Context: an optimization exercise on an open-source flow, tuned for small area, a short achievable clock period and few clock cycles per item. The choices shown serve that exercise and are no tape-out recipe. The RTL was checked by simulation tests, not by an equivalence proof against the original design. Power figures rest on the tool's default switching activity, not on a simulated workload.

## build 88
==> flow/design.v (excerpt) <==
module port_range_table_core #(
   parameter int DEPTH = prt_pkg::TABLE_DEPTH_DEF
) (
   input  logic        clock,
   input  logic        reset,
   input  logic        req_valid,
   output logic        req_ready,
   input  logic [1:0]  req_command,
   input  logic [15:0] req_first_port,
   input  logic [15:0] req_range_size,
   input  logic        req_protocol,
   output logic        rsp_valid,
   input  logic        rsp_ready,
   output logic [2:0]  rsp_status,
   output logic        rsp_hit,
   output logic [4:0]  rsp_entries_used
);
   localparam int CNT_W = $clog2(DEPTH + 1);
   localparam int QD    = 4;
   logic [16:0]        port_sum;
   logic               accept, pop;
   logic               v1_ff;
   logic [1:0]         cmd1_ff;
   logic               bad1_ff;
   prt_pkg::entry_type key1_ff;
   logic [DEPTH-1:0]   ov1;
   prt_pkg::match_type byp1;
   logic               bad2_ff;
   logic [1:0]         cmd2_ff;
   logic               is_add2_ff, is_del2_ff, is_rsp2_ff;
   prt_pkg::entry_type key2_ff;
   logic [DEPTH-1:0]   ov2_ff;
   logic               byp_ov2_ff, byp_ex2_ff;
   logic [DEPTH-1:0]   prev_add_ff;    
   logic [DEPTH-1:0]   valid, ov2, del_vec, first_free;
   logic               added_ff, ov_byp, ex_byp;
  ...
For scale: about 720 flip-flops, about 50 I/O pins.
export LEC_CHECK = 0
export CAP_MARGIN = 20
export CORE_MARGIN = 2
export CORE_UTILIZATION = 55
export CTS_BUF_LIST = sky130_fd_sc_hd__clkbuf_16
export CTS_CLUSTER_DIAMETER = 70
export CTS_CLUSTER_SIZE = 25
export SETUP_SLACK_MARGIN = 2.8
export SLEW_MARGIN = 20
create_clock -name core_clock -period 5.0 [get_ports {clock}]
run.sh (not shown) runs the stock make flow with config.mk's settings and CLKGATE_MAP_FILE= SYNTH_SCRIPT=/design/flow/synth_recipe.tcl, a recipe that flattens the netlist after the stock synthesis.
Testbench counts of build 88, summed over its fixed seeds: cycles 12,024, items 12,000.
Input-level comparison between build 86 and build 88:
Settings: changing CTS_CLUSTER_SIZE from 25 to 20; changing CTS_BUF_LIST from sky130_fd_sc_hd__clkbuf_16 to sky130_fd_sc_hd__clkbuf_8 sky130_fd_sc_hd__clkbuf_16; changing CORE_UTILIZATION from 55 to 70; changing CTS_CLUSTER_DIAMETER from 70 to 60.
### Flow results
Build 86 completed end to end with timing, DRC and antenna clean. ~same sequential share of layout area in build 86 and build 88. Area occupied by registers delta (build 88 -> build 86): insignificant. Comparing build 86 and build 88, the lower cell area is on build 86. Met2 capacity usage during global routing in build 86 vs build 88: up 9.1 points. Tightest slew margin relative to the limit, build 86 and build 88, higher one = build 86.
## Diff of input files: build 62 against build 86
Settings: swapping 70 for 60 in CORE_UTILIZATION.
Results
- Measured against build 86, the row count of build 62 comes out at 1.08 times the reference value.
- The number of optimization iterations in the first detailed-route pass in build 62 sits 1 below the value recorded for build 86.
- Wire: build 62 routes less than build 86
- Internal cell power, build 86 and build 62: higher on build 62
- Build 86 leaves less setup margin than build 62.
- For build 86 and build 62, there was not a single run that failed to finish clean.
- Summary of build 62 over build 86: number of standard cells in the final layout excluding fillers +about 1.7%, number of nets in the layout -about 0.7%.
- Met1 usage: build 62 lower than build 86
- The total power on build 86 is in line with that on build 62.
The inputs of build 9 differ from those of build 62 as listed below.
Settings: changing CORE_UTILIZATION from 60 to 55.
### Flow results
Relative to build 62, number of diodes added for antenna fixing has gone down in build 9.
Build 9 vs build 62, instance count: build 9 higher
The final area on build 62 is in line with that on build 9.
Non-clock buffer instance count of the final layout on build 9 is up relative to build 62.

---

== onyx ==
port_range_table_core, a different RTL version from the one above (not shown whole).
For scale: roughly 3,200 cells after synthesis.
Design port_range_table_core, start of the top module:
module port_range_table_core #(
   parameter int DEPTH = prt_pkg::TABLE_DEPTH_DEF
) (
   input  logic        clock,
   input  logic        reset,
   input  logic        req_valid,
   output logic        req_ready,
   input  logic [1:0]  req_command,
   input  logic [15:0] req_first_port,
   input  logic [15:0] req_range_size,
   input  logic        req_protocol,
   output logic        rsp_valid,
   input  logic        rsp_ready,
   output logic [2:0]  rsp_status,
   output logic        rsp_hit,
   output logic [4:0]  rsp_entries_used
);
clock: 5.0 ns
lec_check: 0
cap_margin: 20
core_margin: 2
core_utilization: 60
cts_buf_list: sky130_fd_sc_hd__clkbuf_8 sky130_fd_sc_hd__clkbuf_16
cts_cluster_diameter: 60
cts_cluster_size: 20
setup_slack_margin: 3.0
slew_margin: 20
Testbench counts of onyx, summed over its fixed seeds: cycles 12,024, items 12,000.
### onyx -> delta
-- flow/config.mk --
<<< onyx, line 14
export SETUP_SLACK_MARGIN = 3.0
>>> delta, line 14
export GPL_ROUTABILITY_DRIVEN = 0
export SETUP_SLACK_MARGIN = 2.8
[summary]
No stage failed in delta, and the final checks on the layout all came back clean.
STATUS fmax: delta wins against onyx
Static leakage power came out lower on delta than on onyx.
delta — final setup slack of the worst path 0.088 ns higher, onyx as reference
On met2 capacity usage during global routing: delta sits below onyx.
Relative to onyx, delta improves post-layout minimum cycle time.
delta vs onyx, detailed-router iteration count before antenna repair went up by 4.
delta does better than onyx on via count.
### delta -> lagoon
-- flow/config.mk --
<<< delta, line 14
export GPL_ROUTABILITY_DRIVEN = 0
>>> lagoon, line 14
- On final instance area, delta tracks lagoon almost exactly.
- Between delta and lagoon, final hold slack is lower for lagoon, delta comes in above that.
- Compared with delta, lagoon shows a lower global routing met2 resource utilization.
- From lagoon to delta, initial cell density of the core did not move at all.
- Delta(critical path depth, lagoon - delta) < 0
- Relative to delta, detailed-router iteration count before antenna repair has decreased by 4 in lagoon.
- In the reports for delta and lagoon, the smaller synthesis-to-finish area growth belongs to lagoon.
- lagoon reports a lower wire length on met2 than delta does.
- Compared with delta, lagoon shows total power higher by about 0.6%.

---

Setup of v6:
Another version of the RTL of port_range_table_core (not shown whole).
Size in the first run: roughly 3100 cells after synthesis, roughly 720 flip-flops, roughly 50 I/O pins, ~39000 um2 of cells after synthesis.
==> flow/config.mk <==
export PLATFORM = sky130hd
export DESIGN_NAME = port_range_table_core
export DESIGN_NICKNAME = port_range_table_core
export VERILOG_FILES = /design/flow/design.v
export SDC_FILE = /design/flow/constraint.sdc
export NUM_CORES = 4
export LEC_CHECK = 0
export CAP_MARGIN = 20
export CORE_MARGIN = 2
export CORE_UTILIZATION = 55
export CTS_BUF_LIST = sky130_fd_sc_hd__clkbuf_8 sky130_fd_sc_hd__clkbuf_16
export CTS_CLUSTER_DIAMETER = 60
export CTS_CLUSTER_SIZE = 20
export SETUP_SLACK_MARGIN = 2.8
export SLEW_MARGIN = 20
==> flow/constraint.sdc <==
create_clock -name core_clock -period 5.0 [get_ports {clock}]
set_input_delay 1.0000 -clock core_clock [delete_from_list [all_inputs] [get_ports {clock}]]
set_output_delay 1.0000 -clock core_clock [all_outputs]
set_load 0.01 [all_outputs]
Testbench counts of v6, summed over its fixed seeds: cycles 12,024, items 12,000.
Here is what was changed in the inputs of v7 compared with v6.
--- a/flow/config.mk
+++ b/flow/config.mk
@@ -10 +10 @@
-export CORE_UTILIZATION = 55
+export CORE_UTILIZATION = 60
Findings:
v7: full flow OK, the timing, DRC and antenna checks passed. NOTE: final worst-path cycle share in v7 exceeds that of v6. Taking v6 as the reference point, the internal portion of total power of v7 falls by 2.5%. Number of standard cells in the layout, taps in and fillers out, v6 and v7: smaller value in v7. For v6, the start point of the critical path was ov2_ff[4], unlike v7, where it was ov2_ff[5].

[static timing again, ports no longer ideal]
How much do the figures lean on ideal ports? The routed layouts below were timed once more, with nothing changed but the port constraints.
Step 1 sets driving cells, clkbuf_16 on the clock port and buf_2 on the other inputs (assumed; they add their load-dependent delay and slew).
Step 2 moves the port delays by t, midway between the first and last clock arrival at a register: inputs arrive t later, outputs are due t later. That takes back most of the time a late clock gives input paths.
Three values: ideal ports, drivers, drivers and shift; two values: the first two.
| run | shift t [ns] | setup slack, ns | worst setup path at the end | worst register clock-pin slew, ns | pins driven straight from the clock port |
|---|---|---|---|---|---|
| build 88 | 0.708 | 2.540 / 2.540 / 2.113 | input to register | 0.10 / 0.10 | 1 |
| build 86 | 0.710 | 2.479 / 2.479 / 1.969 | input to register | 0.10 / 0.10 | 1 |
| build 62 | 0.726 | 2.652 / 2.652 / 2.058 | input to register | 0.09 / 0.09 | 1 |
| build 9 | 0.722 | 2.683 / 2.683 / 2.137 | input to register | 0.09 / 0.09 | 1 |
| onyx | 0.733 | 2.565 / 2.565 / 2.134 | input to register | 0.09 / 0.09 | 1 |
| delta | 0.713 | 2.653 / 2.653 / 2.087 | input to register | 0.09 / 0.09 | 1 |
| lagoon | 0.720 | 2.622 / 2.622 / 2.045 | input to register | 0.09 / 0.09 | 1 |
| v6 | 0.718 | 2.522 / 2.522 / 2.036 | input to register | 0.09 / 0.09 | 1 |
| v7 | 0.709 | 2.468 / 2.468 / 1.900 | input to register | 0.09 / 0.09 | 1 |
After both steps every run listed still meets setup and hold. The setup slack of build 62, which loses most, moves by 0.000 ns with the drivers and by -0.594 ns with both steps.
